Source: an optimization exercise on an open RTL-to-GDS flow (aim: a short achievable clock period and few clock cycles per item). Production flows keep margins and buffers that such runs may drop. Function was not checked in any run shown here: the RTL went through the layout flow alone. Power and IR drop assume default switching activity.

$ cat design/flow/design.v
`default_nettype none
package cta_pkg;
    localparam int DAY_W    = 5;
    localparam int MONTH_W  = 4;
    localparam int YEAR_W   = 16;
    localparam int HOUR_W   = 5;
    localparam int MINUTE_W = 6;
    localparam int ADD_W    = 16;
    localparam int DOY_W  = 9;     
    localparam int MOD_W  = 11;    
    localparam int Y400_W = 9;     
    localparam int RSP_W  = DAY_W + MONTH_W + YEAR_W + HOUR_W + MINUTE_W + 1 + DAY_W;
    localparam logic [HOUR_W-1:0]   HOUR_MAX   = 5'd23;
    localparam logic [MINUTE_W-1:0] MINUTE_MAX = 6'd59;
    localparam logic [MONTH_W-1:0] MONTH_JAN = 4'd1;
    localparam logic [MONTH_W-1:0] MONTH_DEC = 4'd12;
    localparam logic [YEAR_W-1:0] RESET_YEAR = 16'd2000;
    localparam logic REQ_LOAD = 1'b0;
    localparam logic REQ_ADD  = 1'b1;
    localparam int CAP    = 8;
    localparam int QDEPTH = CAP - 1;
    localparam int QPTR_W = 3;
    localparam int CNT_W  = 5;
endpackage
`default_nettype wire
`default_nettype none
module cta_div45_hi (
    input  wire logic [5:0] x,
    output logic [5:0] q,
    output logic [5:0] r,
    output logic [5:0] q_p1,
    output logic [5:0] q_p2,
    output logic [9:0] q_m366,
    output logic [9:0] q_m365,
    output logic [9:0] q_m364,
    output logic [9:0] q_m363
);
    always_comb
    begin
        case (x)
            6'd0: begin q = 6'd0; r = 6'd0; q_p1 = 6'd1; q_p2 = 6'd2; q_m366 = 10'd658; q_m365 = 10'd659; q_m364 = 10'd660; q_m363 = 10'd661; end
            6'd1: begin q = 6'd0; r = 6'd32; q_p1 = 6'd1; q_p2 = 6'd2; q_m366 = 10'd658; q_m365 = 10'd659; q_m364 = 10'd660; q_m363 = 10'd661; end
            6'd2: begin q = 6'd1; r = 6'd19; q_p1 = 6'd2; q_p2 = 6'd3; q_m366 = 10'd659; q_m365 = 10'd660; q_m364 = 10'd661; q_m363 = 10'd662; end
            6'd3: begin q = 6'd2; r = 6'd6; q_p1 = 6'd3; q_p2 = 6'd4; q_m366 = 10'd660; q_m365 = 10'd661; q_m364 = 10'd662; q_m363 = 10'd663; end
            6'd4: begin q = 6'd2; r = 6'd38; q_p1 = 6'd3; q_p2 = 6'd4; q_m366 = 10'd660; q_m365 = 10'd661; q_m364 = 10'd662; q_m363 = 10'd663; end
            6'd5: begin q = 6'd3; r = 6'd25; q_p1 = 6'd4; q_p2 = 6'd5; q_m366 = 10'd661; q_m365 = 10'd662; q_m364 = 10'd663; q_m363 = 10'd664; end
            6'd6: begin q = 6'd4; r = 6'd12; q_p1 = 6'd5; q_p2 = 6'd6; q_m366 = 10'd662; q_m365 = 10'd663; q_m364 = 10'd664; q_m363 = 10'd665; end
            6'd7: begin q = 6'd4; r = 6'd44; q_p1 = 6'd5; q_p2 = 6'd6; q_m366 = 10'd662; q_m365 = 10'd663; q_m364 = 10'd664; q_m363 = 10'd665; end
            6'd8: begin q = 6'd5; r = 6'd31; q_p1 = 6'd6; q_p2 = 6'd7; q_m366 = 10'd663; q_m365 = 10'd664; q_m364 = 10'd665; q_m363 = 10'd666; end
            6'd9: begin q = 6'd6; r = 6'd18; q_p1 = 6'd7; q_p2 = 6'd8; q_m366 = 10'd664; q_m365 = 10'd665; q_m364 = 10'd666; q_m363 = 10'd667; end
            6'd10: begin q = 6'd7; r = 6'd5; q_p1 = 6'd8; q_p2 = 6'd9; q_m366 = 10'd665; q_m365 = 10'd666; q_m364 = 10'd667; q_m363 = 10'd668; end
            6'd11: begin q = 6'd7; r = 6'd37; q_p1 = 6'd8; q_p2 = 6'd9; q_m366 = 10'd665; q_m365 = 10'd666; q_m364 = 10'd667; q_m363 = 10'd668; end
            6'd12: begin q = 6'd8; r = 6'd24; q_p1 = 6'd9; q_p2 = 6'd10; q_m366 = 10'd666; q_m365 = 10'd667; q_m364 = 10'd668; q_m363 = 10'd669; end
            6'd13: begin q = 6'd9; r = 6'd11; q_p1 = 6'd10; q_p2 = 6'd11; q_m366 = 10'd667; q_m365 = 10'd668; q_m364 = 10'd669; q_m363 = 10'd670; end
            6'd14: begin q = 6'd9; r = 6'd43; q_p1 = 6'd10; q_p2 = 6'd11; q_m366 = 10'd667; q_m365 = 10'd668; q_m364 = 10'd669; q_m363 = 10'd670; end
            6'd15: begin q = 6'd10; r = 6'd30; q_p1 = 6'd11; q_p2 = 6'd12; q_m366 = 10'd668; q_m365 = 10'd669; q_m364 = 10'd670; q_m363 = 10'd671; end
            6'd16: begin q = 6'd11; r = 6'd17; q_p1 = 6'd12; q_p2 = 6'd13; q_m366 = 10'd669; q_m365 = 10'd670; q_m364 = 10'd671; q_m363 = 10'd672; end
            6'd17: begin q = 6'd12; r = 6'd4; q_p1 = 6'd13; q_p2 = 6'd14; q_m366 = 10'd670; q_m365 = 10'd671; q_m364 = 10'd672; q_m363 = 10'd673; end
            6'd18: begin q = 6'd12; r = 6'd36; q_p1 = 6'd13; q_p2 = 6'd14; q_m366 = 10'd670; q_m365 = 10'd671; q_m364 = 10'd672; q_m363 = 10'd673; end
            6'd19: begin q = 6'd13; r = 6'd23; q_p1 = 6'd14; q_p2 = 6'd15; q_m366 = 10'd671; q_m365 = 10'd672; q_m364 = 10'd673; q_m363 = 10'd674; end
            6'd20: begin q = 6'd14; r = 6'd10; q_p1 = 6'd15; q_p2 = 6'd16; q_m366 = 10'd672; q_m365 = 10'd673; q_m364 = 10'd674; q_m363 = 10'd675; end
            6'd21: begin q = 6'd14; r = 6'd42; q_p1 = 6'd15; q_p2 = 6'd16; q_m366 = 10'd672; q_m365 = 10'd673; q_m364 = 10'd674; q_m363 = 10'd675; end
            6'd22: begin q = 6'd15; r = 6'd29; q_p1 = 6'd16; q_p2 = 6'd17; q_m366 = 10'd673; q_m365 = 10'd674; q_m364 = 10'd675; q_m363 = 10'd676; end
            6'd23: begin q = 6'd16; r = 6'd16; q_p1 = 6'd17; q_p2 = 6'd18; q_m366 = 10'd674; q_m365 = 10'd675; q_m364 = 10'd676; q_m363 = 10'd677; end
            6'd24: begin q = 6'd17; r = 6'd3; q_p1 = 6'd18; q_p2 = 6'd19; q_m366 = 10'd675; q_m365 = 10'd676; q_m364 = 10'd677; q_m363 = 10'd678; end
            6'd25: begin q = 6'd17; r = 6'd35; q_p1 = 6'd18; q_p2 = 6'd19; q_m366 = 10'd675; q_m365 = 10'd676; q_m364 = 10'd677; q_m363 = 10'd678; end
            6'd26: begin q = 6'd18; r = 6'd22; q_p1 = 6'd19; q_p2 = 6'd20; q_m366 = 10'd676; q_m365 = 10'd677; q_m364 = 10'd678; q_m363 = 10'd679; end
            6'd27: begin q = 6'd19; r = 6'd9; q_p1 = 6'd20; q_p2 = 6'd21; q_m366 = 10'd677; q_m365 = 10'd678; q_m364 = 10'd679; q_m363 = 10'd680; end
            6'd28: begin q = 6'd19; r = 6'd41; q_p1 = 6'd20; q_p2 = 6'd21; q_m366 = 10'd677; q_m365 = 10'd678; q_m364 = 10'd679; q_m363 = 10'd680; end
            6'd29: begin q = 6'd20; r = 6'd28; q_p1 = 6'd21; q_p2 = 6'd22; q_m366 = 10'd678; q_m365 = 10'd679; q_m364 = 10'd680; q_m363 = 10'd681; end
            6'd30: begin q = 6'd21; r = 6'd15; q_p1 = 6'd22; q_p2 = 6'd23; q_m366 = 10'd679; q_m365 = 10'd680; q_m364 = 10'd681; q_m363 = 10'd682; end
            6'd31: begin q = 6'd22; r = 6'd2; q_p1 = 6'd23; q_p2 = 6'd24; q_m366 = 10'd680; q_m365 = 10'd681; q_m364 = 10'd682; q_m363 = 10'd683; end
            6'd32: begin q = 6'd22; r = 6'd34; q_p1 = 6'd23; q_p2 = 6'd24; q_m366 = 10'd680; q_m365 = 10'd681; q_m364 = 10'd682; q_m363 = 10'd683; end
            6'd33: begin q = 6'd23; r = 6'd21; q_p1 = 6'd24; q_p2 = 6'd25; q_m366 = 10'd681; q_m365 = 10'd682; q_m364 = 10'd683; q_m363 = 10'd684; end
            6'd34: begin q = 6'd24; r = 6'd8; q_p1 = 6'd25; q_p2 = 6'd26; q_m366 = 10'd682; q_m365 = 10'd683; q_m364 = 10'd684; q_m363 = 10'd685; end
            6'd35: begin q = 6'd24; r = 6'd40; q_p1 = 6'd25; q_p2 = 6'd26; q_m366 = 10'd682; q_m365 = 10'd683; q_m364 = 10'd684; q_m363 = 10'd685; end
            6'd36: begin q = 6'd25; r = 6'd27; q_p1 = 6'd26; q_p2 = 6'd27; q_m366 = 10'd683; q_m365 = 10'd684; q_m364 = 10'd685; q_m363 = 10'd686; end
            6'd37: begin q = 6'd26; r = 6'd14; q_p1 = 6'd27; q_p2 = 6'd28; q_m366 = 10'd684; q_m365 = 10'd685; q_m364 = 10'd686; q_m363 = 10'd687; end
            6'd38: begin q = 6'd27; r = 6'd1; q_p1 = 6'd28; q_p2 = 6'd29; q_m366 = 10'd685; q_m365 = 10'd686; q_m364 = 10'd687; q_m363 = 10'd688; end
            6'd39: begin q = 6'd27; r = 6'd33; q_p1 = 6'd28; q_p2 = 6'd29; q_m366 = 10'd685; q_m365 = 10'd686; q_m364 = 10'd687; q_m363 = 10'd688; end
            6'd40: begin q = 6'd28; r = 6'd20; q_p1 = 6'd29; q_p2 = 6'd30; q_m366 = 10'd686; q_m365 = 10'd687; q_m364 = 10'd688; q_m363 = 10'd689; end
            6'd41: begin q = 6'd29; r = 6'd7; q_p1 = 6'd30; q_p2 = 6'd31; q_m366 = 10'd687; q_m365 = 10'd688; q_m364 = 10'd689; q_m363 = 10'd690; end
            6'd42: begin q = 6'd29; r = 6'd39; q_p1 = 6'd30; q_p2 = 6'd31; q_m366 = 10'd687; q_m365 = 10'd688; q_m364 = 10'd689; q_m363 = 10'd690; end
            6'd43: begin q = 6'd30; r = 6'd26; q_p1 = 6'd31; q_p2 = 6'd32; q_m366 = 10'd688; q_m365 = 10'd689; q_m364 = 10'd690; q_m363 = 10'd691; end
            6'd44: begin q = 6'd31; r = 6'd13; q_p1 = 6'd32; q_p2 = 6'd33; q_m366 = 10'd689; q_m365 = 10'd690; q_m364 = 10'd691; q_m363 = 10'd692; end
            6'd45: begin q = 6'd32; r = 6'd0; q_p1 = 6'd33; q_p2 = 6'd34; q_m366 = 10'd690; q_m365 = 10'd691; q_m364 = 10'd692; q_m363 = 10'd693; end
            6'd46: begin q = 6'd32; r = 6'd32; q_p1 = 6'd33; q_p2 = 6'd34; q_m366 = 10'd690; q_m365 = 10'd691; q_m364 = 10'd692; q_m363 = 10'd693; end
            6'd47: begin q = 6'd33; r = 6'd19; q_p1 = 6'd34; q_p2 = 6'd35; q_m366 = 10'd691; q_m365 = 10'd692; q_m364 = 10'd693; q_m363 = 10'd694; end
            6'd48: begin q = 6'd34; r = 6'd6; q_p1 = 6'd35; q_p2 = 6'd36; q_m366 = 10'd692; q_m365 = 10'd693; q_m364 = 10'd694; q_m363 = 10'd695; end
            6'd49: begin q = 6'd34; r = 6'd38; q_p1 = 6'd35; q_p2 = 6'd36; q_m366 = 10'd692; q_m365 = 10'd693; q_m364 = 10'd694; q_m363 = 10'd695; end
            6'd50: begin q = 6'd35; r = 6'd25; q_p1 = 6'd36; q_p2 = 6'd37; q_m366 = 10'd693; q_m365 = 10'd694; q_m364 = 10'd695; q_m363 = 10'd696; end
            6'd51: begin q = 6'd36; r = 6'd12; q_p1 = 6'd37; q_p2 = 6'd38; q_m366 = 10'd694; q_m365 = 10'd695; q_m364 = 10'd696; q_m363 = 10'd697; end
            6'd52: begin q = 6'd36; r = 6'd44; q_p1 = 6'd37; q_p2 = 6'd38; q_m366 = 10'd694; q_m365 = 10'd695; q_m364 = 10'd696; q_m363 = 10'd697; end
            6'd53: begin q = 6'd37; r = 6'd31; q_p1 = 6'd38; q_p2 = 6'd39; q_m366 = 10'd695; q_m365 = 10'd696; q_m364 = 10'd697; q_m363 = 10'd698; end
            6'd54: begin q = 6'd38; r = 6'd18; q_p1 = 6'd39; q_p2 = 6'd40; q_m366 = 10'd696; q_m365 = 10'd697; q_m364 = 10'd698; q_m363 = 10'd699; end
            6'd55: begin q = 6'd39; r = 6'd5; q_p1 = 6'd40; q_p2 = 6'd41; q_m366 = 10'd697; q_m365 = 10'd698; q_m364 = 10'd699; q_m363 = 10'd700; end
            6'd56: begin q = 6'd39; r = 6'd37; q_p1 = 6'd40; q_p2 = 6'd41; q_m366 = 10'd697; q_m365 = 10'd698; q_m364 = 10'd699; q_m363 = 10'd700; end
            6'd57: begin q = 6'd40; r = 6'd24; q_p1 = 6'd41; q_p2 = 6'd42; q_m366 = 10'd698; q_m365 = 10'd699; q_m364 = 10'd700; q_m363 = 10'd701; end
            6'd58: begin q = 6'd41; r = 6'd11; q_p1 = 6'd42; q_p2 = 6'd43; q_m366 = 10'd699; q_m365 = 10'd700; q_m364 = 10'd701; q_m363 = 10'd702; end
            6'd59: begin q = 6'd41; r = 6'd43; q_p1 = 6'd42; q_p2 = 6'd43; q_m366 = 10'd699; q_m365 = 10'd700; q_m364 = 10'd701; q_m363 = 10'd702; end
            6'd60: begin q = 6'd42; r = 6'd30; q_p1 = 6'd43; q_p2 = 6'd44; q_m366 = 10'd700; q_m365 = 10'd701; q_m364 = 10'd702; q_m363 = 10'd703; end
            6'd61: begin q = 6'd43; r = 6'd17; q_p1 = 6'd44; q_p2 = 6'd45; q_m366 = 10'd701; q_m365 = 10'd702; q_m364 = 10'd703; q_m363 = 10'd704; end
            6'd62: begin q = 6'd44; r = 6'd4; q_p1 = 6'd45; q_p2 = 6'd46; q_m366 = 10'd702; q_m365 = 10'd703; q_m364 = 10'd704; q_m363 = 10'd705; end
            6'd63: begin q = 6'd44; r = 6'd36; q_p1 = 6'd45; q_p2 = 6'd46; q_m366 = 10'd702; q_m365 = 10'd703; q_m364 = 10'd704; q_m363 = 10'd705; end
            default: begin q = '0; r = '0; q_p1 = '0; q_p2 = '0; q_m366 = '0; q_m365 = '0; q_m364 = '0; q_m363 = '0; end
        endcase
    end
endmodule
module cta_mod25_hi (
    input  wire logic [5:0] x,
    output logic [4:0] r
);
    always_comb
    begin
        case (x)
            6'd0: begin r = 5'd0; end
            6'd1: begin r = 5'd14; end
            6'd2: begin r = 5'd3; end
            6'd3: begin r = 5'd17; end
            6'd4: begin r = 5'd6; end
            6'd5: begin r = 5'd20; end
            6'd6: begin r = 5'd9; end
            6'd7: begin r = 5'd23; end
            6'd8: begin r = 5'd12; end
            6'd9: begin r = 5'd1; end
            6'd10: begin r = 5'd15; end
            6'd11: begin r = 5'd4; end
            6'd12: begin r = 5'd18; end
            6'd13: begin r = 5'd7; end
            6'd14: begin r = 5'd21; end
            6'd15: begin r = 5'd10; end
            6'd16: begin r = 5'd24; end
            6'd17: begin r = 5'd13; end
            6'd18: begin r = 5'd2; end
            6'd19: begin r = 5'd16; end
            6'd20: begin r = 5'd5; end
            6'd21: begin r = 5'd19; end
            6'd22: begin r = 5'd8; end
            6'd23: begin r = 5'd22; end
            6'd24: begin r = 5'd11; end
            6'd25: begin r = 5'd0; end
            6'd26: begin r = 5'd14; end
            6'd27: begin r = 5'd3; end
            6'd28: begin r = 5'd17; end
            6'd29: begin r = 5'd6; end
            6'd30: begin r = 5'd20; end
            6'd31: begin r = 5'd9; end
            6'd32: begin r = 5'd23; end
            6'd33: begin r = 5'd12; end
            6'd34: begin r = 5'd1; end
            6'd35: begin r = 5'd15; end
            6'd36: begin r = 5'd4; end
            6'd37: begin r = 5'd18; end
            6'd38: begin r = 5'd7; end
            6'd39: begin r = 5'd21; end
            6'd40: begin r = 5'd10; end
            6'd41: begin r = 5'd24; end
            6'd42: begin r = 5'd13; end
            6'd43: begin r = 5'd2; end
            6'd44: begin r = 5'd16; end
            6'd45: begin r = 5'd5; end
            6'd46: begin r = 5'd19; end
            6'd47: begin r = 5'd8; end
            6'd48: begin r = 5'd22; end
            6'd49: begin r = 5'd11; end
            6'd50: begin r = 5'd0; end
            6'd51: begin r = 5'd14; end
            6'd52: begin r = 5'd3; end
            6'd53: begin r = 5'd17; end
            6'd54: begin r = 5'd6; end
            6'd55: begin r = 5'd20; end
            6'd56: begin r = 5'd9; end
            6'd57: begin r = 5'd23; end
            6'd58: begin r = 5'd12; end
            6'd59: begin r = 5'd1; end
            6'd60: begin r = 5'd15; end
            6'd61: begin r = 5'd4; end
            6'd62: begin r = 5'd18; end
            6'd63: begin r = 5'd7; end
            default: begin r = '0; end
        endcase
    end
endmodule
module cta_mod25_lo (
    input  wire logic [5:0] x,
    output logic [4:0] r
);
    always_comb
    begin
        case (x)
            6'd0: begin r = 5'd0; end
            6'd1: begin r = 5'd1; end
            6'd2: begin r = 5'd2; end
            6'd3: begin r = 5'd3; end
            6'd4: begin r = 5'd4; end
            6'd5: begin r = 5'd5; end
            6'd6: begin r = 5'd6; end
            6'd7: begin r = 5'd7; end
            6'd8: begin r = 5'd8; end
            6'd9: begin r = 5'd9; end
            6'd10: begin r = 5'd10; end
            6'd11: begin r = 5'd11; end
            6'd12: begin r = 5'd12; end
            6'd13: begin r = 5'd13; end
            6'd14: begin r = 5'd14; end
            6'd15: begin r = 5'd15; end
            6'd16: begin r = 5'd16; end
            6'd17: begin r = 5'd17; end
            6'd18: begin r = 5'd18; end
            6'd19: begin r = 5'd19; end
            6'd20: begin r = 5'd20; end
            6'd21: begin r = 5'd21; end
            6'd22: begin r = 5'd22; end
            6'd23: begin r = 5'd23; end
            6'd24: begin r = 5'd24; end
            6'd25: begin r = 5'd0; end
            6'd26: begin r = 5'd1; end
            6'd27: begin r = 5'd2; end
            6'd28: begin r = 5'd3; end
            6'd29: begin r = 5'd4; end
            6'd30: begin r = 5'd5; end
            6'd31: begin r = 5'd6; end
            6'd32: begin r = 5'd7; end
            6'd33: begin r = 5'd8; end
            6'd34: begin r = 5'd9; end
            6'd35: begin r = 5'd10; end
            6'd36: begin r = 5'd11; end
            6'd37: begin r = 5'd12; end
            6'd38: begin r = 5'd13; end
            6'd39: begin r = 5'd14; end
            6'd40: begin r = 5'd15; end
            6'd41: begin r = 5'd16; end
            6'd42: begin r = 5'd17; end
            6'd43: begin r = 5'd18; end
            6'd44: begin r = 5'd19; end
            6'd45: begin r = 5'd20; end
            6'd46: begin r = 5'd21; end
            6'd47: begin r = 5'd22; end
            6'd48: begin r = 5'd23; end
            6'd49: begin r = 5'd24; end
            6'd50: begin r = 5'd0; end
            6'd51: begin r = 5'd1; end
            6'd52: begin r = 5'd2; end
            6'd53: begin r = 5'd3; end
            6'd54: begin r = 5'd4; end
            6'd55: begin r = 5'd5; end
            6'd56: begin r = 5'd6; end
            6'd57: begin r = 5'd7; end
            6'd58: begin r = 5'd8; end
            6'd59: begin r = 5'd9; end
            6'd60: begin r = 5'd10; end
            6'd61: begin r = 5'd11; end
            6'd62: begin r = 5'd12; end
            6'd63: begin r = 5'd13; end
            default: begin r = '0; end
        endcase
    end
endmodule
module cta_hour_minutes (
    input  wire logic [4:0] x,
    output logic [10:0] m
);
    always_comb
    begin
        case (x)
            5'd0: begin m = 11'd0; end
            5'd1: begin m = 11'd60; end
            5'd2: begin m = 11'd120; end
            5'd3: begin m = 11'd180; end
            5'd4: begin m = 11'd240; end
            5'd5: begin m = 11'd300; end
            5'd6: begin m = 11'd360; end
            5'd7: begin m = 11'd420; end
            5'd8: begin m = 11'd480; end
            5'd9: begin m = 11'd540; end
            5'd10: begin m = 11'd600; end
            5'd11: begin m = 11'd660; end
            5'd12: begin m = 11'd720; end
            5'd13: begin m = 11'd780; end
            5'd14: begin m = 11'd840; end
            5'd15: begin m = 11'd900; end
            5'd16: begin m = 11'd960; end
            5'd17: begin m = 11'd1020; end
            5'd18: begin m = 11'd1080; end
            5'd19: begin m = 11'd1140; end
            5'd20: begin m = 11'd1200; end
            5'd21: begin m = 11'd1260; end
            5'd22: begin m = 11'd1320; end
            5'd23: begin m = 11'd1380; end
            5'd24: begin m = 11'd1380; end
            5'd25: begin m = 11'd1380; end
            5'd26: begin m = 11'd1380; end
            5'd27: begin m = 11'd1380; end
            5'd28: begin m = 11'd1380; end
            5'd29: begin m = 11'd1380; end
            5'd30: begin m = 11'd1380; end
            5'd31: begin m = 11'd1380; end
            default: begin m = '0; end
        endcase
    end
endmodule
`default_nettype wire
`default_nettype none
import cta_pkg::*;
module calendar_time_add_minutes #(
    parameter int MAX_ADD_MINUTES = 65535
) (
    input  wire logic                     clk,
    input  wire logic                     rst_n,
    input  wire logic                     cmd_valid,
    output wire logic                     cmd_ready,
    input  wire logic                     cmd_req_type,
    input  wire logic [cta_pkg::ADD_W-1:0]    cmd_add_minutes,
    input  wire logic [cta_pkg::DAY_W-1:0]    cmd_load_day,
    input  wire logic [cta_pkg::MONTH_W-1:0]  cmd_load_month,
    input  wire logic [cta_pkg::YEAR_W-1:0]   cmd_load_year,
    input  wire logic [cta_pkg::HOUR_W-1:0]   cmd_load_hour,
    input  wire logic [cta_pkg::MINUTE_W-1:0] cmd_load_minute,
    output wire logic                     rsp_valid,
    input  wire logic                     rsp_ready,
    output wire logic [cta_pkg::DAY_W-1:0]    rsp_out_day,
    output wire logic [cta_pkg::MONTH_W-1:0]  rsp_out_month,
    output wire logic [cta_pkg::YEAR_W-1:0]   rsp_out_year,
    output wire logic [cta_pkg::HOUR_W-1:0]   rsp_out_hour,
    output wire logic [cta_pkg::MINUTE_W-1:0] rsp_out_minute,
    output wire logic                     rsp_leap_flag,
    output wire logic [cta_pkg::DAY_W-1:0]    rsp_month_length
);
    localparam int SAT_W = ($clog2(MAX_ADD_MINUTES + 1) > ADD_W) ?
                           $clog2(MAX_ADD_MINUTES + 1) : ADD_W;
    function automatic logic [DAY_W-1:0] month_len(input logic [MONTH_W-1:0] month,
                                                   input logic leap);
        logic [DAY_W-1:0] len;
        case (month)
            4'd2:                    len = leap ? 5'd29 : 5'd28;
            4'd4, 4'd6, 4'd9, 4'd11: len = 5'd30;
            default:                 len = 5'd31;
        endcase
        month_len = len;
    endfunction
    function automatic logic [DOY_W-1:0] month_start(input logic [MONTH_W-1:0] month,
                                                     input logic leap);
        logic [DOY_W-1:0] s;
        case (month)
            4'd1:    s = 9'd0;
            4'd2:    s = 9'd31;
            4'd3:    s = 9'd59;
            4'd4:    s = 9'd90;
            4'd5:    s = 9'd120;
            4'd6:    s = 9'd151;
            4'd7:    s = 9'd181;
            4'd8:    s = 9'd212;
            4'd9:    s = 9'd243;
            4'd10:   s = 9'd273;
            4'd11:   s = 9'd304;
            default: s = 9'd334;
        endcase
        if (leap && (month > 4'd2))
        begin
            s = s + 9'd1;
        end
        month_start = s;
    endfunction
    function automatic logic [DOY_W-1:0] month_first(input logic [MONTH_W-1:0] month,
                                                input logic leap);
        logic [DOY_W-1:0] d;
        case ({leap, month})
            {1'b0, 4'd1}: d = 9'd511;
            {1'b0, 4'd2}: d = 9'd30;
            {1'b0, 4'd3}: d = 9'd58;
            {1'b0, 4'd4}: d = 9'd89;
            {1'b0, 4'd5}: d = 9'd119;
            {1'b0, 4'd6}: d = 9'd150;
            {1'b0, 4'd7}: d = 9'd180;
            {1'b0, 4'd8}: d = 9'd211;
            {1'b0, 4'd9}: d = 9'd242;
            {1'b0, 4'd10}: d = 9'd272;
            {1'b0, 4'd11}: d = 9'd303;
            {1'b0, 4'd12}: d = 9'd333;
            {1'b1, 4'd1}: d = 9'd511;
            {1'b1, 4'd2}: d = 9'd30;
            {1'b1, 4'd3}: d = 9'd59;
            {1'b1, 4'd4}: d = 9'd90;
            {1'b1, 4'd5}: d = 9'd120;
            {1'b1, 4'd6}: d = 9'd151;
            {1'b1, 4'd7}: d = 9'd181;
            {1'b1, 4'd8}: d = 9'd212;
            {1'b1, 4'd9}: d = 9'd243;
            {1'b1, 4'd10}: d = 9'd273;
            {1'b1, 4'd11}: d = 9'd304;
            {1'b1, 4'd12}: d = 9'd334;
            default: d = 9'd0;
        endcase
        month_first = d;
    endfunction
    function automatic logic [DOY_W-1:0] month_last(input logic [MONTH_W-1:0] month,
                                                input logic leap);
        logic [DOY_W-1:0] d;
        case ({leap, month})
            {1'b0, 4'd1}: d = 9'd30;
            {1'b0, 4'd2}: d = 9'd58;
            {1'b0, 4'd3}: d = 9'd89;
            {1'b0, 4'd4}: d = 9'd119;
            {1'b0, 4'd5}: d = 9'd150;
            {1'b0, 4'd6}: d = 9'd180;
            {1'b0, 4'd7}: d = 9'd211;
            {1'b0, 4'd8}: d = 9'd242;
            {1'b0, 4'd9}: d = 9'd272;
            {1'b0, 4'd10}: d = 9'd303;
            {1'b0, 4'd11}: d = 9'd333;
            {1'b0, 4'd12}: d = 9'd364;
            {1'b1, 4'd1}: d = 9'd30;
            {1'b1, 4'd2}: d = 9'd59;
            {1'b1, 4'd3}: d = 9'd90;
            {1'b1, 4'd4}: d = 9'd120;
            {1'b1, 4'd5}: d = 9'd151;
            {1'b1, 4'd6}: d = 9'd181;
            {1'b1, 4'd7}: d = 9'd212;
            {1'b1, 4'd8}: d = 9'd243;
            {1'b1, 4'd9}: d = 9'd273;
            {1'b1, 4'd10}: d = 9'd304;
            {1'b1, 4'd11}: d = 9'd334;
            {1'b1, 4'd12}: d = 9'd365;
            default: d = 9'd0;
        endcase
        month_last = d;
    endfunction
    logic              cmd_ready_reg;
    logic              cmd_fire;
    logic [CNT_W-1:0]  pend_reg;       
    logic              pop_reg;        
    logic              out_valid_reg;
    logic              out_load;
    logic              q_nonempty;
    logic [QPTR_W-1:0] q_wr_reg, q_rd_reg;
    logic              q_wr_lap, q_rd_lap;
    assign cmd_fire = cmd_valid && cmd_ready_reg;
    logic                s0_v;
    logic                s0_typ;
    logic [ADD_W-1:0]    s0_add;
    logic [DAY_W-1:0]    s0_day;
    logic [MONTH_W-1:0]  s0_month;
    logic [YEAR_W-1:0]   s0_year;
    logic [HOUR_W-1:0]   s0_hour;
    logic [MINUTE_W-1:0] s0_minute;
    always_ff @(posedge clk)
    begin
        s0_typ    <= cmd_req_type;
        s0_add    <= cmd_add_minutes;
        s0_day    <= cmd_load_day;
        s0_month  <= cmd_load_month;
        s0_year   <= cmd_load_year;
        s0_hour   <= cmd_load_hour;
        s0_minute <= cmd_load_minute;
    end
    logic [ADD_W-1:0]    add_sat;
    logic [MONTH_W-1:0]  s0_month_c;
    logic [5:0]          s0_dq, s0_dr, s0_dq_p1, s0_dq_p2;
    logic [9:0]          s0_dq_m366, s0_dq_m365, s0_dq_m364, s0_dq_m363;
    logic [4:0]          s0_yrh, s0_yrl;
    logic [MOD_W-1:0]    s0_h60;
    logic                s1_v;
    logic                s1_typ;
    logic [5:0]          s1_dq, s1_dr, s1_dq_p1, s1_dq_p2;   
    logic [9:0]          s1_dq_m366, s1_dq_m365, s1_dq_m364, s1_dq_m363;
    logic [4:0]          s1_ahl;         
    logic [4:0]          s1_alo;         
    logic [DAY_W-1:0]    s1_day;         
    logic [DAY_W-1:0]    s1_len_n, s1_len_l;      
    logic [DOY_W-1:0]    s1_first_n, s1_first_l;  
    logic [DOY_W-1:0]    s1_last_n, s1_last_l;    
    logic [YEAR_W-1:0]   s1_year;
    logic [4:0]          s1_yrh, s1_yrl;          
    logic [MOD_W-1:0]    s1_h60;                  
    logic [MINUTE_W-1:0] s1_minute;
    assign add_sat = (SAT_W'(s0_add) > SAT_W'(MAX_ADD_MINUTES)) ?
                     ADD_W'(MAX_ADD_MINUTES) : s0_add;
    cta_div45_hi u_div45 (
        .x      (add_sat[15:10]),
        .q      (s0_dq),
        .r      (s0_dr),
        .q_p1   (s0_dq_p1),
        .q_p2   (s0_dq_p2),
        .q_m366 (s0_dq_m366),
        .q_m365 (s0_dq_m365),
        .q_m364 (s0_dq_m364),
        .q_m363 (s0_dq_m363)
    );
    cta_mod25_hi u_mod25h (.x(s0_year[15:10]), .r(s0_yrh));
    cta_mod25_lo u_mod25l (.x(s0_year[9:4]), .r(s0_yrl));
    cta_hour_minutes u_h60 (.x(s0_hour), .m(s0_h60));
    always_comb
    begin
        if (s0_month < MONTH_JAN)
        begin
            s0_month_c = MONTH_JAN;
        end
        else if (s0_month > MONTH_DEC)
        begin
            s0_month_c = MONTH_DEC;
        end
        else
        begin
            s0_month_c = s0_month;
        end
    end
    always_ff @(posedge clk)
    begin
        s1_typ     <= s0_typ;
        s1_dq      <= s0_dq;
        s1_dr      <= s0_dr;
        s1_dq_p1   <= s0_dq_p1;
        s1_dq_p2   <= s0_dq_p2;
        s1_dq_m366 <= s0_dq_m366;
        s1_dq_m365 <= s0_dq_m365;
        s1_dq_m364 <= s0_dq_m364;
        s1_dq_m363 <= s0_dq_m363;
        s1_ahl     <= add_sat[9:5];
        s1_alo     <= add_sat[4:0];
        s1_day     <= (s0_day == '0) ? DAY_W'(1) : s0_day;
        s1_len_n   <= month_len(s0_month_c, 1'b0);
        s1_len_l   <= month_len(s0_month_c, 1'b1);
        s1_first_n <= month_first(s0_month_c, 1'b0);
        s1_first_l <= month_first(s0_month_c, 1'b1);
        s1_last_n  <= month_last(s0_month_c, 1'b0);
        s1_last_l  <= month_last(s0_month_c, 1'b1);
        s1_year    <= s0_year;
        s1_yrh     <= s0_yrh;
        s1_yrl     <= s0_yrl;
        s1_h60     <= s0_h60;
        s1_minute  <= (s0_minute > MINUTE_MAX) ? MINUTE_MAX : s0_minute;
    end
    logic                s1_add, s1_load;
    logic [6:0]          s1_dt;          
    logic                s1_dc;          
    logic [5:0]          s1_drem;        
    logic [6:0]          s1_drem_m45;    
    logic [5:0]          s1_yt;          
    logic [4:0]          s1_yrem;        
    logic [Y400_W-1:0]   s1_y400;
    logic                s1_leap, s1_leap1;
    logic [DOY_W-1:0]    s1_doy_n, s1_doy_l;
    logic                s2_v;
    logic                s2_load;
    logic [MOD_W-1:0]    s2_m0;          
    logic [MOD_W:0]      s2_m1;          
    logic [DOY_W-1:0]    s2_d0, s2_d1;   
    logic [DOY_W:0]      s2_d0_n, s2_d0_l, s2_d1_n;   
    logic [DOY_W-1:0]    s2_ldoy_n, s2_ldoy_l;
    logic [MOD_W-1:0]    s2_lmod;
    logic [YEAR_W-1:0]   s2_lyear;
    logic [Y400_W-1:0]   s2_ly400;
    logic                s2_lleap, s2_lleap1;
    assign s1_add  = s1_v && (s1_typ == REQ_ADD);
    assign s1_load = s1_v && (s1_typ == REQ_LOAD);
    assign s1_dt       = 7'(s1_dr) + 7'(s1_ahl);
    assign s1_dc       = (s1_dt >= 7'd45);
    assign s1_drem     = s1_dc ? 6'(s1_dt - 7'd45) : s1_dt[5:0];
    assign s1_drem_m45 = s1_dc ? (s1_dt - 7'd90) : (s1_dt - 7'd45);
    assign s1_yt   = 6'(s1_yrh) + 6'(s1_yrl);
    assign s1_yrem = (s1_yt >= 6'd25) ? 5'(s1_yt - 6'd25) : s1_yt[4:0];
    assign s1_y400 = {s1_yrem, s1_year[3:0]};
    assign s1_leap  = (s1_year[1:0] == 2'd0) &&
                      (s1_y400 != 9'd100) && (s1_y400 != 9'd200) && (s1_y400 != 9'd300);
    assign s1_leap1 = (s1_year[1:0] == 2'd3) &&
                      (s1_y400 != 9'd99) && (s1_y400 != 9'd199) && (s1_y400 != 9'd299);
    assign s1_doy_n = (s1_day > s1_len_n) ? s1_last_n : s1_first_n + DOY_W'(s1_day);
    assign s1_doy_l = (s1_day > s1_len_l) ? s1_last_l : s1_first_l + DOY_W'(s1_day);
    always_ff @(posedge clk)
    begin
        s2_load <= s1_load;
        if (!s1_add)
        begin
            s2_m0   <= '0;
            s2_m1   <= -(MOD_W+1)'(1440);
            s2_d0   <= '0;
            s2_d1   <= DOY_W'(1);
            s2_d0_n <= -(DOY_W+1)'(365);
            s2_d0_l <= -(DOY_W+1)'(366);
            s2_d1_n <= -(DOY_W+1)'(364);
        end
        else if (s1_dc)
        begin
            s2_m0   <= {s1_drem, s1_alo};
            s2_m1   <= {s1_drem_m45, s1_alo};
            s2_d0   <= DOY_W'(s1_dq_p1);
            s2_d1   <= DOY_W'(s1_dq_p2);
            s2_d0_n <= s1_dq_m364;
            s2_d0_l <= s1_dq_m365;
            s2_d1_n <= s1_dq_m363;
        end
        else
        begin
            s2_m0   <= {s1_drem, s1_alo};
            s2_m1   <= {s1_drem_m45, s1_alo};
            s2_d0   <= DOY_W'(s1_dq);
            s2_d1   <= DOY_W'(s1_dq_p1);
            s2_d0_n <= s1_dq_m365;
            s2_d0_l <= s1_dq_m366;
            s2_d1_n <= s1_dq_m364;
        end
        s2_ldoy_n <= s1_doy_n;
        s2_ldoy_l <= s1_doy_l;
        s2_lmod   <= s1_h60 + MOD_W'(s1_minute);
        s2_lyear  <= s1_year;
        s2_ly400  <= s1_y400;
        s2_lleap  <= s1_leap;
        s2_lleap1 <= s1_leap1;
    end
    logic [DOY_W-1:0]    st_doy;
    logic [MOD_W-1:0]    st_mod;
    logic [YEAR_W-1:0]   st_year;
    logic [Y400_W-1:0]   st_y400;
    logic                st_leap;        
    logic                st_leap1;       
    logic                st_v;
    logic [MOD_W-1:0]    m_sum0;
    logic [MOD_W:0]      m_sum1;
    logic                m_carry;
    logic [MOD_W-1:0]    m_new;
    logic [DOY_W-1:0]    d_sum0, d_sum1;
    logic [DOY_W:0]      d_sum0_n, d_sum0_l, d_sum1_n, d_sum1_l;
    logic                w0, w1, y_carry;
    logic [DOY_W-1:0]    d_new;
    logic                sel_00, sel_01n, sel_01l, sel_10, sel_11n, sel_11l;
    logic                leap2;          
    logic [Y400_W-1:0]   y400_inc;
    logic [YEAR_W-1:0]   year_inc;
    logic [YEAR_W-1:0]   year_add;
    logic [Y400_W-1:0]   y400_add;
    logic                leap_add, leap1_add;
    assign m_sum0   = st_mod + s2_m0;
    assign m_sum1   = (MOD_W+1)'(st_mod) + s2_m1;
    assign m_carry  = !m_sum1[MOD_W];                     
    assign m_new    = ({MOD_W{m_carry}} & m_sum1[MOD_W-1:0]) | ({MOD_W{!m_carry}} & m_sum0);
    assign d_sum0   = st_doy + s2_d0;
    assign d_sum1   = st_doy + s2_d1;
    assign d_sum0_n = (DOY_W+1)'(st_doy) + s2_d0_n;
    assign d_sum0_l = (DOY_W+1)'(st_doy) + s2_d0_l;
    assign d_sum1_n = (DOY_W+1)'(st_doy) + s2_d1_n;
    assign d_sum1_l = d_sum0_n;
    assign w0       = st_leap ? !d_sum0_l[DOY_W] : !d_sum0_n[DOY_W];
    assign w1       = st_leap ? !d_sum1_l[DOY_W] : !d_sum1_n[DOY_W];
    assign y_carry  = m_carry ? w1 : w0;
    assign sel_00  = !m_carry && !y_carry;
    assign sel_01n = !m_carry && y_carry && !st_leap;
    assign sel_01l = !m_carry && y_carry && st_leap;
    assign sel_10  = m_carry && !y_carry;
    assign sel_11n = m_carry && y_carry && !st_leap;
    assign sel_11l = m_carry && y_carry && st_leap;
    assign d_new   = ({DOY_W{sel_00}}  & d_sum0) |
                     ({DOY_W{sel_01n}} & d_sum0_n[DOY_W-1:0]) |
                     ({DOY_W{sel_01l}} & d_sum0_l[DOY_W-1:0]) |
                     ({DOY_W{sel_10}}  & d_sum1) |
                     ({DOY_W{sel_11n}} & d_sum1_n[DOY_W-1:0]) |
                     ({DOY_W{sel_11l}} & d_sum1_l[DOY_W-1:0]);
    assign leap2     = (st_year[1:0] == 2'd2) &&
                       (st_y400 != 9'd98) && (st_y400 != 9'd198) && (st_y400 != 9'd298);
    assign y400_inc  = ((st_y400 == 9'd399) || (st_year == 16'hFFFF)) ? '0 : st_y400 + 1'b1;
    assign year_inc  = st_year + 1'b1;
    assign year_add  = ({YEAR_W{y_carry}} & year_inc) | ({YEAR_W{!y_carry}} & st_year);
    assign y400_add  = ({Y400_W{y_carry}} & y400_inc) | ({Y400_W{!y_carry}} & st_y400);
    assign leap_add  = (y_carry && st_leap1) || (!y_carry && st_leap);
    assign leap1_add = (y_carry && leap2) || (!y_carry && st_leap1);
    always_ff @(posedge clk or negedge rst_n)
    begin
        if (!rst_n)
        begin
            s0_v     <= 1'b0;
            s1_v     <= 1'b0;
            s2_v     <= 1'b0;
            st_v     <= 1'b0;
            st_doy   <= '0;
            st_mod   <= '0;
            st_year  <= RESET_YEAR;
            st_y400  <= '0;
            st_leap  <= 1'b1;
            st_leap1 <= 1'b0;
        end
        else
        begin
            s0_v <= cmd_fire;
            s1_v <= s0_v;
            s2_v <= s1_v;
            st_v <= s2_v;
            if (s2_load)
            begin
                st_doy   <= s2_lleap ? s2_ldoy_l : s2_ldoy_n;
                st_mod   <= s2_lmod;
                st_year  <= s2_lyear;
                st_y400  <= s2_ly400;
                st_leap  <= s2_lleap;
                st_leap1 <= s2_lleap1;
            end
            else
            begin
                st_doy   <= d_new;
                st_mod   <= m_new;
                st_year  <= year_add;
                st_y400  <= y400_add;
                st_leap  <= leap_add;
                st_leap1 <= leap1_add;
            end
        end
    end
    logic [12:1]         after_month;    
    logic [12:1]         after_month_n, after_month_l;
    logic [DAY_W-1:0]    day_n [1:12];
    logic [DAY_W-1:0]    day_l [1:12];
    logic [23:0]         after_hour;     
    logic [MONTH_W-1:0]  r_month;
    logic [DAY_W-1:0]    r_day;
    logic [DAY_W-1:0]    r_len;
    logic [HOUR_W-1:0]   r_hour;
    logic [MINUTE_W-1:0] r_minute;
    logic [RSP_W-1:0]    r_rsp;
    logic [RSP_W-1:0]    q_mem [QDEPTH];
    logic [RSP_W-1:0]    out_reg;
    always_comb
    begin
        for (int m = 1; m <= 12; m++)
        begin
            after_month_n[m] = (st_doy >= month_start(MONTH_W'(m), 1'b0));
            after_month_l[m] = (st_doy >= month_start(MONTH_W'(m), 1'b1));
            after_month[m]   = st_leap ? after_month_l[m] : after_month_n[m];
            day_n[m]         = DAY_W'(st_doy - month_start(MONTH_W'(m), 1'b0) + 9'd1);
            day_l[m]         = DAY_W'(st_doy - month_start(MONTH_W'(m), 1'b1) + 9'd1);
        end
        r_month = '0;
        r_day   = '0;
        r_len   = '0;
        for (int m = 1; m <= 12; m++)
        begin
            if (after_month[m] && ((m == 12) || !after_month[(m == 12) ? 12 : m + 1]))
            begin
                r_month = r_month | MONTH_W'(m);
                r_day   = r_day | (st_leap ? day_l[m] : day_n[m]);
                r_len   = r_len | month_len(MONTH_W'(m), st_leap);
            end
        end
        for (int h = 0; h < 24; h++)
        begin
            after_hour[h] = (st_mod >= MOD_W'(60 * h));
        end
        r_hour   = '0;
        r_minute = '0;
        for (int h = 0; h < 24; h++)
        begin
            if (after_hour[h] && ((h == 23) || !after_hour[(h == 23) ? 23 : h + 1]))
            begin
                r_hour   = r_hour | HOUR_W'(h);
                r_minute = r_minute | MINUTE_W'(st_mod - MOD_W'(60 * h));
            end
        end
    end
    assign r_rsp = {r_day, r_month, st_year, r_hour, r_minute, st_leap, r_len};
    assign q_nonempty = (q_wr_reg != q_rd_reg) || (q_wr_lap != q_rd_lap);
    assign out_load   = !out_valid_reg || rsp_ready;
    always_ff @(posedge clk)
    begin
        if (st_v)
        begin
            q_mem[q_wr_reg] <= r_rsp;
        end
        if (out_load)
        begin
            out_reg <= q_nonempty ? q_mem[q_rd_reg] : r_rsp;
        end
    end
    always_ff @(posedge clk or negedge rst_n)
    begin
        if (!rst_n)
        begin
            q_wr_reg      <= '0;
            q_wr_lap      <= 1'b0;
            q_rd_reg      <= '0;
            q_rd_lap      <= 1'b0;
            out_valid_reg <= 1'b0;
            pop_reg       <= 1'b0;
            pend_reg      <= '0;
            cmd_ready_reg <= 1'b0;
        end
        else
        begin
            if (st_v)
            begin
                if (q_wr_reg == QPTR_W'(QDEPTH - 1))
                begin
                    q_wr_reg <= '0;
                    q_wr_lap <= !q_wr_lap;
                end
                else
                begin
                    q_wr_reg <= q_wr_reg + 1'b1;
                end
            end
            if (out_load)
            begin
                out_valid_reg <= q_nonempty || st_v;
                if (q_nonempty || st_v)
                begin
                    if (q_rd_reg == QPTR_W'(QDEPTH - 1))
                    begin
                        q_rd_reg <= '0;
                        q_rd_lap <= !q_rd_lap;
                    end
                    else
                    begin
                        q_rd_reg <= q_rd_reg + 1'b1;
                    end
                end
            end
            pop_reg  <= out_valid_reg && rsp_ready;
            pend_reg <= pend_reg + CNT_W'(s0_v) - CNT_W'(pop_reg);
            cmd_ready_reg <= ((pend_reg + CNT_W'(s0_v) + CNT_W'(cmd_ready_reg) + 1'b1)
                              <= CNT_W'(CAP));
        end
    end
    assign cmd_ready        = cmd_ready_reg;
    assign rsp_valid        = out_valid_reg;
    assign rsp_out_day      = out_reg[41:37];
    assign rsp_out_month    = out_reg[36:33];
    assign rsp_out_year     = out_reg[32:17];
    assign rsp_out_hour     = out_reg[16:12];
    assign rsp_out_minute   = out_reg[11:6];
    assign rsp_leap_flag    = out_reg[5];
    assign rsp_month_length = out_reg[4:0];
endmodule
`default_nettype wire
$ cat design/flow/flow/run.sh
#!/bin/bash
set -euo pipefail
cd "$(dirname "$0")/.."
bash standard.sh SETUP_SLACK_MARGIN=7 finish > standard_make.log 2>&1
$ cat design/flow/standard.sh
#!/bin/bash
# synth_recipe.tcl (not shown) runs the flow's synth.tcl, then flattens the netlist and writes it again
# the make line also repeats each setting of config.mk as NAME=value (left out here)
make -C /OpenROAD-flow-scripts/flow DESIGN_CONFIG=/design/flow/config.mk WORK_HOME=/design/flow/orfs CLKGATE_MAP_FILE= SYNTH_SCRIPT=/design/flow/synth_recipe.tcl "${@:-finish}"
$ cat design/flow/config.mk
export PLATFORM = sky130hd
export DESIGN_NAME = calendar_time_add_minutes
export DESIGN_NICKNAME = calendar_time_add_minutes
export VERILOG_FILES = /design/flow/design.v
export SDC_FILE = /design/flow/constraint.sdc
export NUM_CORES = 4
export LEC_CHECK = 0
export ABC_CLOCK_PERIOD_IN_PS = 1500
export CAP_MARGIN = 20
export CORE_MARGIN = 2
export CORE_UTILIZATION = 40
export SETUP_SLACK_MARGIN = 5
export SLEW_MARGIN = 20
$ cat design/flow/constraint.sdc
create_clock -name core_clock -period 10.0 [get_ports {clk}]
set_input_delay 2.0000 -clock core_clock [delete_from_list [all_inputs] [get_ports {clk}]]
set_output_delay 2.0000 -clock core_clock [all_outputs]
set_load 0.01 [all_outputs]
==> qor_table.md, run 1 <==
| Parameter | Value |
|:---|:---|
| Share of cells above drive strength 1 | 21.0% |
| Crit path required time | 8000 ps |
| Height of the die | 292 um |
| Most common library cells after synthesis | sky130_fd_sc_hd__edfxtp_1 (320), sky130_fd_sc_hd__nand2_1 (316), sky130_fd_sc_hd__dfxtp_1 (278), sky130_fd_sc_hd__a21oi_1 (243), sky130_fd_sc_hd__o21ai_0 (225) |
| Pwr Total | 13700 uW |
| Core area | 0.0821 mm^2 |
| Die outline area | 0.0854 mm^2 |
| Effective utilization at floorplan | 40.4% |
| Number of cell rows | 105 |
| Iteration-0 DRC count of the detailed router | 1919 |
| Final-report max-slew violation count | 0 |
| EDFF count, synth | 320 |
| Post-synthesis cell type count | 97 |
| Post-DRT Antenna Nets | 0 |
| Iteration count of the initial detailed-routing pass | 6 |
| Fin Clk Skew | 23.5 ps |
| Relative slew slack | 33.2% |
| Final setup violation count | 0 |
| Final GP Congestion | 0.937 |
| Number of input and output port buffers inserted | 100 |
| Wire length of the first global-routing pass | 136 mm |
| Total half-perimeter wirelength after legalization and detailed placement | 52.8 mm |
| Maximum number of pins on one net before global-route repair | 81 |
| Vias in the first global route | 24200 |
| Leakage component of the power | 0.0155 uW |
| Routed Wire Length | 87.5 mm |
| Power density relative to cell area | 335 mW/mm^2 |
| Cells along the critical path | buf_2 |
| Worst skew pair latency | 630 ps |
| Worst Hold Class | reg -> reg |
| Minimum clock period | 3210 ps |
| Final Cycle Share | 32.1% |
| Combined buffer and inverter count along the critical path | 1 |
| Hold Path Depth | 0 |
| Routed WL per cell | 19.5 um |
| TNS Setup | 0 ps |
| Flip-flop and latch count after synthesis | 665 |
| Vias per Instance | 5.60 |
| Mean instance size in the synthesized netlist | 10.5 um^2 |
| Initial antenna violation count | 2 |
| Leading post-synthesis cells by cell area | sky130_fd_sc_hd__edfxtp_1 (29%), sky130_fd_sc_hd__dfxtp_1 (17%), sky130_fd_sc_hd__ha_1 (6.0%) |
| Post-synthesis instance area | 0.0332 mm^2 |
| Area Growth Syn to Fin | 22.8% |
| Critical path type | reg -> out |
| Total number of yosys warnings | 7 |
| Kind of start point of the critical path | register |
| Clock buffer depth | 3 |
| Residual DRC | 0 |
| FF-to-FF path depth | 12 |
| Stages on the worst setup path | 1 |
| Proportion of synthesized chip area in sequential cells | 50.8% |
| CTS sink count | 665 |
| Total number of vias | 25100 |
| X dimension of the die | 292 um |
| Num CTS Buffers | 76 |
| Setup crit end kind | output pin |
| Largest delay share family, worst path | flip-flops |
| Data arrival time of the worst path | 1210 ps |
| Number of flip-flops in the largest register | 280 |
| Setup repair after global routing missed its margin | true |
| Proportion of netlist area held by the largest area contributor | 28.9% |
| Max-cap violations | 0 |
| Reg clk slew, reported paths | 60 ps |
| Net total in the final layout | 3582 |
| Peak fanout along the critical path | 1 |
| Final worst hold slack | 317 ps |
| Number of buffers added to fix hold violations after cts | 0 |
| Most frequently used flop master after synthesis | sky130_fd_sc_hd__edfxtp_1 |
| Number of diodes | 0 |
| Slew of the pin with the lowest slew margin | 992 ps |
| Library cell with the highest instance count after synthesis | sky130_fd_sc_hd__edfxtp_1 |
| Max H-tree Level | 3 |
| CTS tree | built |
| Remaining global-route overflow | 0 |
| Critical Path Slowest Stage Cell | sky130_fd_sc_hd__edfxtp_1 |
| Worst voltage drop across the vdd grid | 0.150 mV |
| Clock Root Buffer | sky130_fd_sc_hd__clkbuf_16 |
| Async set or reset register ratio after synthesis | 10.1% |
| Fin. Hold Viols | 0 |
| Max Fclk | 311 MHz |
| Slowest cell delay on critical path | 420 ps |
| Run status | complete, no violations |
| Number of instances in the synthesized netlist | 3169 |
| Most area-hungry cell type in the Yosys netlist | sky130_fd_sc_hd__edfxtp_1 |
| Top-level I/O count | 101 |
| Overall fraction of global-route tracks in use | 19.9% |
==> layout make-up <==
cell class                      instances  area [um^2]
Multi-Input combinational cell       2198        16900
Clock buffer                          109         2190
Timing Repair Buffer                  285         2490
Timing Repair inverter                  2         10.0
Tap cell                             1070         1340
Inverter                              127          507
Fill cell                            7368        41300
Clock inverter                         31          455
Sequential cell                       665        16900
==> routing by layer <==
layer	vias up	wire (um)	global-route usage, %
met2	767	41800	33.0
met3	174	4560	3.07
met5	-	0	0
met1	12200	38800	26.9
li1	12000	-	-
met4	0	2280	5.90
==> timing repair <==
item	4_1_cts	5_1_grt
gates cloned	7	4
buffers inserted	102	50
pin swaps	51	86
setup endpoints to repair	276	197
resized for setup	375	197
==> logic make-up (layout without fill, tap and decap cells) <==
group	after synthesis	count (layout)	share of synthesized area, %
simple gates	875	880	12.3
compound gates	845	845	16.2
flops	665	665	50.8
buf+inv	317	554	3.67
mux	184	184	7.53
fa+ha+maj	170	170	6.63
xor+xnor	112	112	2.95
other cells	1	7	0.0113
==> path summary, 6_finish.rpt <==
kind / start / end / slack, ps
min in group asynchronous: rst_n / q_wr_lap$_DFFE_PN0P_ / 1200
hold / removal: s0_add[0]$_DFF_P_ / s1_alo[0]$_DFF_P_ / 320
hold reg to reg: s0_add[0]$_DFF_P_ / s1_alo[0]$_DFF_P_ / 320
setup / recovery: out_reg[41]$_DFFE_PP_ / rsp_out_day[4] / 6790
max in group asynchronous: rst_n / st_doy[3]$_DFF_PN0_ / 7580
setup reg to reg: st_doy[1]$_DFF_PN0_ / st_y400[3]$_DFFE_PN0P_ / 6900
==> power by group <==
| part | internal, uW | switching (uW) |
|---|---|---|
| combinational | 2910 | 3750 |
| clock | 1750 | 1130 |
| sequential | 3660 | 475 |
| total | 8330 | 5360 |
==> placed cells by master (no fill, tap or decap), types with 16 or more instances in the layout <==
cell / n
sky130_fd_sc_hd__o21ai_0: 209
sky130_fd_sc_hd__nand2b_1: 21
sky130_fd_sc_hd__a21oi_1: 219
sky130_fd_sc_hd__and2_1: 16
sky130_fd_sc_hd__a211oi_1: 31
sky130_fd_sc_hd__buf_6: 24
sky130_fd_sc_hd__ha_4: 29
sky130_fd_sc_hd__buf_4: 144
sky130_fd_sc_hd__and3_1: 32
sky130_fd_sc_hd__edfxtp_1: 320
sky130_fd_sc_hd__o211ai_1: 31
sky130_fd_sc_hd__xor2_1: 33
sky130_fd_sc_hd__clkbuf_16: 80
sky130_fd_sc_hd__a21oi_2: 16
sky130_fd_sc_hd__clkbuf_1: 19
sky130_fd_sc_hd__ha_1: 122
sky130_fd_sc_hd__nand4_1: 20
sky130_fd_sc_hd__nand3_1: 82
sky130_fd_sc_hd__buf_2: 43
sky130_fd_sc_hd__o22ai_1: 21
sky130_fd_sc_hd__inv_1: 117
sky130_fd_sc_hd__mux2i_1: 116
sky130_fd_sc_hd__nand2_1: 311
sky130_fd_sc_hd__clkdlybuf4s50_1: 54
sky130_fd_sc_hd__xnor2_1: 74
sky130_fd_sc_hd__a21o_1: 49
sky130_fd_sc_hd__dfxtp_1: 272
sky130_fd_sc_hd__nor3_1: 37
sky130_fd_sc_hd__o21a_1: 25
sky130_fd_sc_hd__dfrtp_1: 38
sky130_fd_sc_hd__a31oi_1: 18
sky130_fd_sc_hd__nor2b_1: 21
sky130_fd_sc_hd__nor2_1: 203
sky130_fd_sc_hd__mux4_2: 51
==> metrics by stage <==
stage | setup WS [ps] | cells | area (um^2) | utilization, %
after floorplan | 6160 | 3175 | 33300 | -
after CTS | 6750 | 4433 | 39300 | 47.8
after detailed placement | 6060 | 4184 | 35200 | 42.8
final | 6790 | 4487 | 40800 | 49.7
after global placement | 6070 | 4184 | 35200 | 42.8
after global routing | 6750 | 4487 | 40800 | 49.7
==> run 2, diff against run 1 <==
--- a/design/flow/design.v
+++ b/design/flow/design.v
@@ -18,8 +18,8 @@
     localparam logic REQ_LOAD = 1'b0;
     localparam logic REQ_ADD  = 1'b1;
     localparam int CAP    = 8;
-    localparam int QDEPTH = CAP - 1;
     localparam int QPTR_W = 3;
+    localparam int QDEPTH = 1 << QPTR_W;
     localparam int CNT_W  = 5;
 endpackage
 `default_nettype wire
@@ -430,8 +430,6 @@
     logic [CNT_W-1:0]  pend_reg;       
     logic              pop_reg;        
     logic              out_valid_reg;
-    logic              out_load;
-    logic              q_nonempty;
     logic [QPTR_W-1:0] q_wr_reg, q_rd_reg;
     logic              q_wr_lap, q_rd_lap;
     assign cmd_fire = cmd_valid && cmd_ready_reg;
@@ -666,10 +664,23 @@
     begin
         if (!rst_n)
         begin
-            s0_v     <= 1'b0;
-            s1_v     <= 1'b0;
-            s2_v     <= 1'b0;
-            st_v     <= 1'b0;
+            s0_v <= 1'b0;
+            s1_v <= 1'b0;
+            s2_v <= 1'b0;
+            st_v <= 1'b0;
+        end
+        else
+        begin
+            s0_v <= cmd_fire;
+            s1_v <= s0_v;
+            s2_v <= s1_v;
+            st_v <= s2_v;
+        end
+    end
+    always_ff @(posedge clk)
+    begin
+        if (!rst_n)
+        begin
             st_doy   <= '0;
             st_mod   <= '0;
             st_year  <= RESET_YEAR;
@@ -679,10 +690,6 @@
         end
         else
         begin
-            s0_v <= cmd_fire;
-            s1_v <= s0_v;
-            s2_v <= s1_v;
-            st_v <= s2_v;
             if (s2_load)
             begin
                 st_doy   <= s2_lleap ? s2_ldoy_l : s2_ldoy_n;
@@ -754,18 +761,22 @@
         end
     end
     assign r_rsp = {r_day, r_month, st_year, r_hour, r_minute, st_leap, r_len};
-    assign q_nonempty = (q_wr_reg != q_rd_reg) || (q_wr_lap != q_rd_lap);
-    assign out_load   = !out_valid_reg || rsp_ready;
+    logic [QPTR_W:0]     q_count;        
+    logic                pop;            
+    logic [QPTR_W-1:0]   q_rd_next;
+    logic [RSP_W-1:0]    out_keep, out_adv;
+    assign q_count   = {q_wr_lap, q_wr_reg} - {q_rd_lap, q_rd_reg};
+    assign pop       = out_valid_reg && rsp_ready;
+    assign q_rd_next = q_rd_reg + 1'b1;
+    assign out_keep  = (q_count != '0) ? q_mem[q_rd_reg] : r_rsp;
+    assign out_adv   = (q_count > (QPTR_W+1)'(1)) ? q_mem[q_rd_next] : r_rsp;
     always_ff @(posedge clk)
     begin
         if (st_v)
         begin
             q_mem[q_wr_reg] <= r_rsp;
         end
-        if (out_load)
-        begin
-            out_reg <= q_nonempty ? q_mem[q_rd_reg] : r_rsp;
-        end
+        out_reg <= pop ? out_adv : out_keep;
     end
     always_ff @(posedge clk or negedge rst_n)
     begin
@@ -784,33 +795,18 @@
         begin
             if (st_v)
             begin
-                if (q_wr_reg == QPTR_W'(QDEPTH - 1))
-                begin
-                    q_wr_reg <= '0;
-                    q_wr_lap <= !q_wr_lap;
-                end
-                else
-                begin
-                    q_wr_reg <= q_wr_reg + 1'b1;
-                end
+                {q_wr_lap, q_wr_reg} <= {q_wr_lap, q_wr_reg} + 1'b1;
             end
-            if (out_load)
+            if (pop)
+            begin
+                {q_rd_lap, q_rd_reg} <= {q_rd_lap, q_rd_reg} + 1'b1;
+                out_valid_reg <= (q_count > (QPTR_W+1)'(1)) || st_v;
+            end
+            else
             begin
-                out_valid_reg <= q_nonempty || st_v;
-                if (q_nonempty || st_v)
-                begin
-                    if (q_rd_reg == QPTR_W'(QDEPTH - 1))
-                    begin
-                        q_rd_reg <= '0;
-                        q_rd_lap <= !q_rd_lap;
-                    end
-                    else
-                    begin
-                        q_rd_reg <= q_rd_reg + 1'b1;
-                    end
-                end
+                out_valid_reg <= (q_count != '0) || st_v;
             end
-            pop_reg  <= out_valid_reg && rsp_ready;
+            pop_reg  <= pop;
             pend_reg <= pend_reg + CNT_W'(s0_v) - CNT_W'(pop_reg);
             cmd_ready_reg <= ((pend_reg + CNT_W'(s0_v) + CNT_W'(cmd_ready_reg) + 1'b1)
                               <= CNT_W'(CAP));
==> run 2 against run 1 <==
  * Still clean
  * Routed wire length is 12% higher
  * Worst hold slack improved by 7.1 ps
  * Design area up 8.4%
  * Critical path depth did not move
  * Cell count rose by 5.7%
  * Die area is 9.4% higher
  * Clock power up 3%
  * Core utilization is 0.63 points lower
  * Register-to-register slack lost 20 ps
  * Combinational power is 5.4% higher
  * Sequential share of layout area shrank 1.8 points
  * Global-route usage about the same
  * Largest cell class is now multi-input gates
==> qor_table.md, run 2 <==
| Parameter | Value | Change |
|:---|:---|:---|
| Final design utilization | 49.1% | -0.63 points |
| Fin Clk Skew | 50.5 ps | +27.0 ps |
| Effective utilization at floorplan | 40.4% | -0.079 points |
| Peak fanout along the critical path | 2 | +1 |
| Number of flip-flops in the largest register | 320 | +14% |
| Most common library cells after synthesis | sky130_fd_sc_hd__dfxtp_1 (365), sky130_fd_sc_hd__edfxtp_1 (320), sky130_fd_sc_hd__nand2_1 (306), sky130_fd_sc_hd__a21oi_1 (249), sky130_fd_sc_hd__o21ai_0 (209) |  |
| Worst skew pair latency | 690 ps | +60 ps |
| Share of cells above drive strength 1 | 23.6% | +2.6 points |
| Final setup violation count | 0 | unchanged |
| Number of instances in the synthesized netlist | 3338 | +5.3% |
| Crit path required time | 8000 ps | about the same |
| Worst Hold Class | reg -> reg |  |
| FF-to-FF setup slack | 6880 ps | -20 ps |
| Hold Path Depth | 0 | unchanged |
| Combined buffer and inverter count along the critical path | 1 | unchanged |
| FF-to-FF path depth | 13 | +1 |
| Commonest non-fill, non-tap cell in the layout | sky130_fd_sc_hd__edfxtp_1 |  |
| Count of fill cells added during filler insertion | 7986 | +8.4% |
| Top-level I/O count | 101 | unchanged |
| Pwr Total | 14100 uW | +2.7% |
| Setup repair after global routing missed its margin | true |  |
| Mean instance size in the synthesized netlist | 10.9 um^2 | +4.0% |
| Total number of yosys warnings | 7 | unchanged |
| Iteration count of the initial detailed-routing pass | 5 | -1 |
| Hold path startpoint | s1_year[14]$_DFF_P_ |  |
| Number of input and output port buffers inserted | 100 | unchanged |
| Worst hold endpoint | s2_lyear[14]$_DFF_P_ |  |
| Largest delay share family, worst path | flip-flops |  |
| Final worst setup slack | 6780 ps | -5.47 ps |
| Proportion of synthesized chip area in sequential cells | 47.9% | -2.9 points |
| Max-cap violations | 0 | unchanged |
| Critical Path Slowest Stage Cell | sky130_fd_sc_hd__dfrtp_1 |  |
| Post-synthesis instance area | 0.0364 mm^2 | +9.6% |
| Critical path type | reg -> out |  |
| Flip-flop and latch count after synthesis | 705 | +6.0% |
| Wire length of the first global-routing pass | 149 mm | +8.9% |
| Run status | complete, no violations |  |
| Data arrival time of the worst path | 1220 ps | about the same |
| Max Fclk | 311 MHz | -0.17% |
| Total half-perimeter wirelength after legalization and detailed placement | 59.1 mm | +12% |
| Most area-hungry cell type in the Yosys netlist | sky130_fd_sc_hd__edfxtp_1 |  |
| Area Growth Syn to Fin | 21.5% |  |
| Worst slack after detailed placement | 5440 ps | -611 ps |
| Fin. Hold Viols | 0 | unchanged |
| CTS tree | built |  |
| Number of cell rows | 110 | +4.8% |
| Minimum clock period | 3220 ps | +5.47 ps |
| Worst reg2reg path endpoint | out_reg[11]$_DFF_P_ |  |
| EDFF count, synth | 320 | unchanged |
| Kind of start point of the critical path | register |  |
| Leakage component of the power | 0.0164 uW | +6.0% |
| Vias in the first global route | 26300 | +8.6% |
| Routed WL per cell | 20.6 um | +5.4% |
| TNS Setup | 0 ps | unchanged |
| Cells along the critical path | buf_6 |  |
| Async set or reset register ratio after synthesis | 2.84% | -7.2 points |
| Commonest cells after routing, fill and taps aside | sky130_fd_sc_hd__edfxtp_1 (320), sky130_fd_sc_hd__dfxtp_1 (302), sky130_fd_sc_hd__nand2_1 (301) |  |
| Reg-to-reg startpoint | st_mod[4]$_SDFF_PN0_ |  |
| Relative slew slack | 36.2% | +3.0 points |
| Slowest cell delay on critical path | 420 ps | about the same |
| Most frequently used flop master after synthesis | sky130_fd_sc_hd__dfxtp_1 |  |
| Height of the die | 306 um | +4.6% |
| Library cell with the highest instance count after synthesis | sky130_fd_sc_hd__dfxtp_1 |  |
| Slew of the pin with the lowest slew margin | 957 ps | -34.8 ps |
| Core area | 0.0901 mm^2 | +9.8% |
| Proportion of netlist area held by the largest area contributor | 26.4% | -2.5 points |
| Die outline area | 0.0934 mm^2 | +9.4% |
| Final-report max-slew violation count | 0 | unchanged |
| Post-synthesis cell type count | 99 | +2.1% |
| Clock buffer depth | 3 | unchanged |
| Total number of vias | 27300 | +8.7% |
| Remaining global-route overflow | 0 | unchanged |
| Final Cycle Share | 32.2% | +0.055 points |
| Iteration-0 DRC count of the detailed router | 2475 | +29% |
| Setup crit end kind | output pin |  |
| Leading post-synthesis cells by cell area | sky130_fd_sc_hd__edfxtp_1 (26%), sky130_fd_sc_hd__dfxtp_1 (20%), sky130_fd_sc_hd__mux4_2 (10%) |  |
| Final GP Congestion | 0.909 | -2.9% |
| Net total in the final layout | 3737 | +4.3% |
| Maximum number of pins on one net before global-route repair | 86 | +6.2% |
| CTS sink count | 705 | +6.0% |
| Power density relative to cell area | 318 mW/mm^2 | -5.2% |
| Residual DRC | 0 | unchanged |
| Post-DRT Antenna Nets | 0 | unchanged |
| Vias per Instance | 5.76 | +2.8% |
| Worst voltage drop across the vdd grid | 0.342 mV | +130% |
| Initial antenna violation count | 0 | -2 |
| Routed Wire Length | 97.5 mm | +12% |
| Overall fraction of global-route tracks in use | 19.9% | about the same |
| Max H-tree Level | 3 | unchanged |
| Reg clk slew, reported paths | 60 ps | about the same |
| X dimension of the die | 306 um | +4.6% |
| Clock Root Buffer | sky130_fd_sc_hd__clkbuf_16 |  |
| Num CTS Buffers | 81 | +6.6% |
## run 2: cell types whose count changed after synthesis, sizes merged, moves of 16 or more
cell and delta:
a211oi -16, a31oi +22, dfrtp -40, dfxtp +87, mux2i -41, mux4 +115
nand2b +19, nand3 +21, nor2 -19, nor3 +27, o21ai -16
## run 2: area by class of cell
cell class              instances  area (um^2)  share of cell area [%]
repair buffers                285         2830                    6.39
multi-input cells            2305        19100                    43.3
clock buffers                 104         2210                    5.01
clock inverters                43          488                    1.10
flip-flops and latches        705        17600                    39.7
repair inverters                2         10.0                  0.0226
well taps                    1176         1470                    3.33
inverters                     124          504                    1.14
diodes                          1         2.50                 0.00566
## run 2: report_power, final
group / switching, uW / leakage [uW] / total, uW / internal [uW]
combinational: 3800 / 0.00892 / 7030 / 3230
sequential: 404 / 0.00615 / 4070 / 3660
clock: 1240 / 0.00132 / 2960 / 1720
total: 5440 / 0.0164 / 14100 / 8620
## run 2: routing by layer
layer | track usage (%) | share of wire, % | vias to the layer above
met1 | 27.5 | 44 | 13400
met4 | 5.67 | 2.4 | 0
met2 | 32.8 | 47 | 919
li1 | - | - | 12800
met5 | 0 | 0 | -
met3 | 2.60 | 6.2 | 157
## run 2: metrics by stage
step	instances	instance area (um^2)	hold slack, ps
2_1_floorplan	3345	36500	310
5_1_grt	4744	44200	326
3_5_place_dp	4438	38400	312
6_report	4745	44200	324
4_1_cts	4658	42600	323
3_3_place_gp	4437	38400	310
## run 2: worst max-delay path by stage
stage / startpoint / endpoint / slack [ps] / cells past startpoint
final: out_valid_reg$_DFF_PN0_ / rsp_valid / 6780 / 1
after global routing: out_valid_reg$_DFF_PN0_ / rsp_valid / 6740 / 1
after CTS: out_valid_reg$_DFF_PN0_ / rsp_valid / 6730 / 1
after detailed placement: rsp_ready / out_reg[37]$_DFF_P_ / 5440 / 7
after global placement: rsp_ready / out_reg[37]$_DFF_P_ / 5510 / 7
after floorplan: q_rd_reg[1]$_DFFE_PN0P_ / out_reg[36]$_DFF_P_ / 6980 / 13
## run 2: cells by family after synthesis
family                   Yosys count  share of synthesized area, %
adder cells (fa/ha/maj)          176                          6.28
other                              1                        0.0103
XOR/XNOR                         109                          2.62
multiplexers                     256                          12.8
AO/OA/AOI/OAI                    844                          14.8
buffers and inverters            340                          3.68
flip-flops                       705                          47.9
AND/OR/NAND/NOR                  907                          11.9
## run 2: repair_timing
action / 4_1_cts / 5_1_grt
endpoints found under the setup margin: 313 / 267
pin swaps: 40 / 69
setup buffers: 69 / 78
hold buffers: 0 / 0
gates cloned: 4 / 8
endpoints found under the hold margin: 0 / 0
resized for setup: 430 / 170

[static timing again, ports no longer ideal]
The flow's constraints put no driver on any port. The routed layouts listed below were extracted and timed again, unchanged, in two steps. Step 1 assumes that a clkbuf_16 drives the clock port and a buf_2 every other input. Step 2 adds t to the input delays and takes it off the output delays; t is the mean of the earliest and latest rising clock arrival at the registers after step 1. Input paths then give back, and output paths get back, about the clock's delay inside the block. a / b / c = ideal / step 1 / step 2; a / b = the first two.
run | t, ns | setup WS [ns] | latest minus earliest clock arrival (ns) | cell pins on the clock port's net
run 1 | 0.684 | 6.789 / 6.723 / 6.502 | 0.025 / 0.026 | 1
run 2 | 0.724 | 6.783 / 6.715 / 6.338 | 0.060 / 0.061 | 1
After both steps setup and hold are still met in every run listed. The setup slack of run 2, which loses most, moves by -0.068 ns with the drivers and by -0.445 ns with both steps.
